This is an optimization exercise on Yosys and OpenROAD, whose aim is small area, a short achievable clock period and few clock cycles per item, not a production implementation.
The RTL was checked by simulation tests, not by an equivalence proof against the original design.
Power and IR drop assume default switching activity.

Setup of P:
// l2_mesi_cache
module l2_mesi_cache (
	input  logic                          clk,
	input  logic                          arst_n,
	input  logic                          req_valid,
	output logic                          req_ready,
	input  logic [3:0]                    req_op,
	input  logic [cache_pkg::ADDR_W-1:0]  req_addr,
	output logic                          resp_valid,
	input  logic                          resp_ready,
	output logic [3:0]                    resp_op,
	output logic                          resp_hit,
	output logic [2:0]                    resp_way,
	output logic [1:0]                    resp_snoop,
	output logic [1:0]                    resp_state,
	output logic [cache_pkg::ADDR_W-1:0]  resp_addr,
	output logic [cache_pkg::CNT_W-1:0]   hit_count,
	output logic [cache_pkg::CNT_W-1:0]   miss_count
);
export LEC_CHECK = 0
export CAP_MARGIN = 20
export CORE_MARGIN = 2
export CORE_UTILIZATION = 75
export CTS_CLUSTER_DIAMETER = 60
export CTS_CLUSTER_SIZE = 30
export PLACE_DENSITY = 0.82
export SLEW_MARGIN = 20
create_clock -name core_clock -period 10.0 [get_ports {clk}]
standard.sh (not shown) runs the stock make flow with config.mk's settings and CLKGATE_MAP_FILE= SYNTH_SCRIPT=/design/flow/synth_recipe.tcl, a recipe that flattens the netlist after the stock synthesis.
==> flow/flow/run.sh <==
#!/bin/bash
# The standard layout, with the timing repair asked to leave 6.6 ns of setup
# slack at the design's 10 ns clock, i.e. to optimise paths down to about
# 3.4 ns. Constraints, clock period and all other steps are the standard flow's own.
set -euo pipefail
bash standard.sh finish SETUP_SLACK_MARGIN=6.6 > run_standard.log 2>&1
P completed every stage of the flow, and the final layout passed the timing, design-rule and antenna checks.
Testbench counts of P, summed over its fixed seeds: cycles 32,024, items 32,000.
[inputs] Q vs P
# P
export LEC_CHECK = 0
export CAP_MARGIN = 20
export CORE_MARGIN = 2
export CORE_UTILIZATION = 75
export CTS_CLUSTER_DIAMETER = 60
export CTS_CLUSTER_SIZE = 30
export PLACE_DENSITY = 0.82
export SLEW_MARGIN = 20
create_clock -name core_clock -period 10.0 [get_ports {clk}]
# Q
export LEC_CHECK = 0
export CAP_MARGIN = 20
export CORE_MARGIN = 2
export CORE_UTILIZATION = 70
export CTS_CLUSTER_DIAMETER = 60
export CTS_CLUSTER_SIZE = 30
export PLACE_DENSITY = 0.78
export SLEW_MARGIN = 20
create_clock -name core_clock -period 10.0 [get_ports {clk}]
[summary]
No stage failed in Q, and the final checks on the layout all came back clean. P leaves less setup margin than Q. Clock skew, Q and P, lower one = P. For the minimum clock period, Q came in 0.0092 ns lower than P did. [Q] worst hold slack rose 0.0044 ns relative to P.

## run 1
l2_mesi_cache, a different RTL version from the one above (not shown whole).
For scale: about 3800 flip-flops, about 120 I/O pins, about 140000 um2 of cells after synthesis.
export LEC_CHECK = 0
export CAP_MARGIN = 20
export CORE_MARGIN = 2
export CORE_UTILIZATION = 70
export CTS_CLUSTER_DIAMETER = 60
export CTS_CLUSTER_SIZE = 30
export PLACE_DENSITY = 0.78
export SLEW_MARGIN = 20
create_clock -name core_clock -period 10.0 [get_ports {clk}]
==> flow/flow/run.sh <==
#!/bin/bash
# The standard layout, with the timing repair asked to leave 6.5 ns of setup
# slack at the design's 10 ns clock, i.e. to optimise paths down to about
# 3.5 ns. Constraints, clock period and all other steps are the standard flow's own.
set -euo pipefail
bash standard.sh finish SETUP_SLACK_MARGIN=6.5 > run_standard.log 2>&1
Testbench counts of run 1, summed over its fixed seeds: cycles 32,024, items 32,000.
Input-level comparison between run 2 and run 1:
Settings: CORE_UTILIZATION now 60, was 70; PLACE_DENSITY now 0.7, was 0.78.
==> flow/flow/run.sh <==
#!/bin/bash
# The standard layout, with the timing repair asked to leave 6.8 ns of setup
# slack at the design's 10 ns clock, i.e. to optimise paths down to about
# 3.2 ns. Constraints, clock period and all other steps are the standard flow's own.
set -euo pipefail
bash standard.sh finish SETUP_SLACK_MARGIN=6.8 > run_standard.log 2>&1
## What came out
- In the flow results for run 2 and run 1, the portion of total power attributed to sequential cells is larger on run 1.
- Run 2 vs. run 1: area of all placed cells without fillers now sits higher, number of well taps +about 15%, initial antenna violation count dropped 9.
Modified inputs, run 3 compared to run 2
Settings: CTS_CLUSTER_DIAMETER no longer set, was 60; CTS_CLUSTER_SIZE no longer set, was 30.
==> flow/flow/run.sh <==
#!/bin/bash
# The standard layout, with the timing repair asked to leave 6.5 ns of setup
# slack at the design's 10 ns clock, i.e. to optimise paths down to about
# 3.5 ns. Constraints, clock period and all other steps are the standard flow's own.
set -euo pipefail
bash standard.sh finish SETUP_SLACK_MARGIN=6.5 > run_standard.log 2>&1
--- outcome ---
- Having completed the whole flow, run 2 delivered a layout that passed the timing, design-rule and antenna checks.
- Run 3 completed; timing, DRC and antenna clean
- Delta(clock-buffer cell count, run 3 - run 2) > 0
- Sequential share of layout area for run 3 is lower than for run 2.
- Run 2 -> run 3: area of the core region delta 0, exact match

Another version of the RTL of l2_mesi_cache (not shown whole).
For scale: ~3800 flip-flops, ~140000 um^2 of cells after synthesis.
Settings: LEC_CHECK=0, CAP_MARGIN=20, CORE_MARGIN=2, CORE_UTILIZATION=60, CTS_CLUSTER_DIAMETER=60, CTS_CLUSTER_SIZE=30, PLACE_DENSITY=0.7, SLEW_MARGIN=20; clock period 10.0 ns.
run.sh (not shown) runs the stock make flow with config.mk's settings and CLKGATE_MAP_FILE= SYNTH_SCRIPT=/design/flow/synth_recipe.tcl, a recipe that flattens the netlist after the stock synthesis.
Stock flow here: none of the scripts above is used.
The first run completed with no timing, DRC or antenna violations.
Testbench counts at the start, summed over its fixed seeds: cycles 32,024, items 32,000.
==> next run, changes <==
==> flow/flow/run.sh (new file) <==
#!/bin/bash
# The standard layout, with the timing repair asked to leave 6.3 ns of setup
# slack at the design's 10 ns clock, i.e. to optimise paths down to about
# 3.7 ns. Constraints, clock period and all other steps are the standard flow's own.
set -euo pipefail
bash standard.sh finish SETUP_SLACK_MARGIN=6.3 > run_standard.log 2>&1
==> flow/standard.sh (new file) <==
#!/bin/bash
# synth_recipe.tcl (not shown) runs the flow's synth.tcl, then flattens the netlist and writes it again
# the make line also repeats each setting of config.mk as NAME=value (left out here)
make -C /OpenROAD-flow-scripts/flow DESIGN_CONFIG=/design/flow/config.mk WORK_HOME=/design/flow/orfs CLKGATE_MAP_FILE= SYNTH_SCRIPT=/design/flow/synth_recipe.tcl "${@:-finish}"
Settings changed: CTS_CLUSTER_DIAMETER 60 to unset, CTS_CLUSTER_SIZE 30 to unset.
removed: flow/run.sh
What happened: The changed run completed with no timing, DRC or antenna violations; register-to-register slack gets better by 0.49 ns; combinational power is higher by about 1%; via count is higher by 2.5%; total power is higher by 12%; cell area is higher by 3.7%; sequential share of layout area is lower by 2.6 points; utilization is higher by 2.5 points; area after synthesis stays the same; global-route usage is higher by 0.75 points; die area does not change; fmax is higher by 12%.

-- afterwards: timing with drivers on the ports --
In the flow no input, the clock included, has a driving cell. The finished layouts below were timed again as built, in two steps.
Step 1 (the two cells are an assumption about what drives the block):
set clk [get_ports {clk}]
set_driving_cell -lib_cell sky130_fd_sc_hd__clkbuf_16 $clk
set_driving_cell -lib_cell sky130_fd_sc_hd__buf_2 [delete_from_list [all_inputs] $clk]
Step 2, shift: input delay + t, output delay - t, t = (earliest + latest rising clock arrival at the registers) / 2. This alone moves slack from input paths to output paths.
Slacks: no drivers / after step 1 / after step 2; pairs: no drivers / after step 1.
run	t (ns)	setup WS [ns]	worst data-port slew with drivers (ns)
P	0.984	6.520 / 6.430 / 5.726	0.15
Q	0.978	6.530 / 6.442 / 5.873	0.16
run 1	1.002	6.412 / 6.324 / 6.171	0.10
run 2	0.954	6.348 / 6.256 / 6.188	0.07
run 3	1.050	6.308 / 6.214 / 6.140	0.10
the first run of note 3	0.993	5.440 / 5.440 / 5.440	0.21
the second run of note 3	1.084	5.931 / 5.931 / 5.625	0.26
After both steps setup and hold are still met in every run listed. The setup slack of P, which loses most, moves by -0.090 ns with the drivers and by -0.794 ns with both steps.
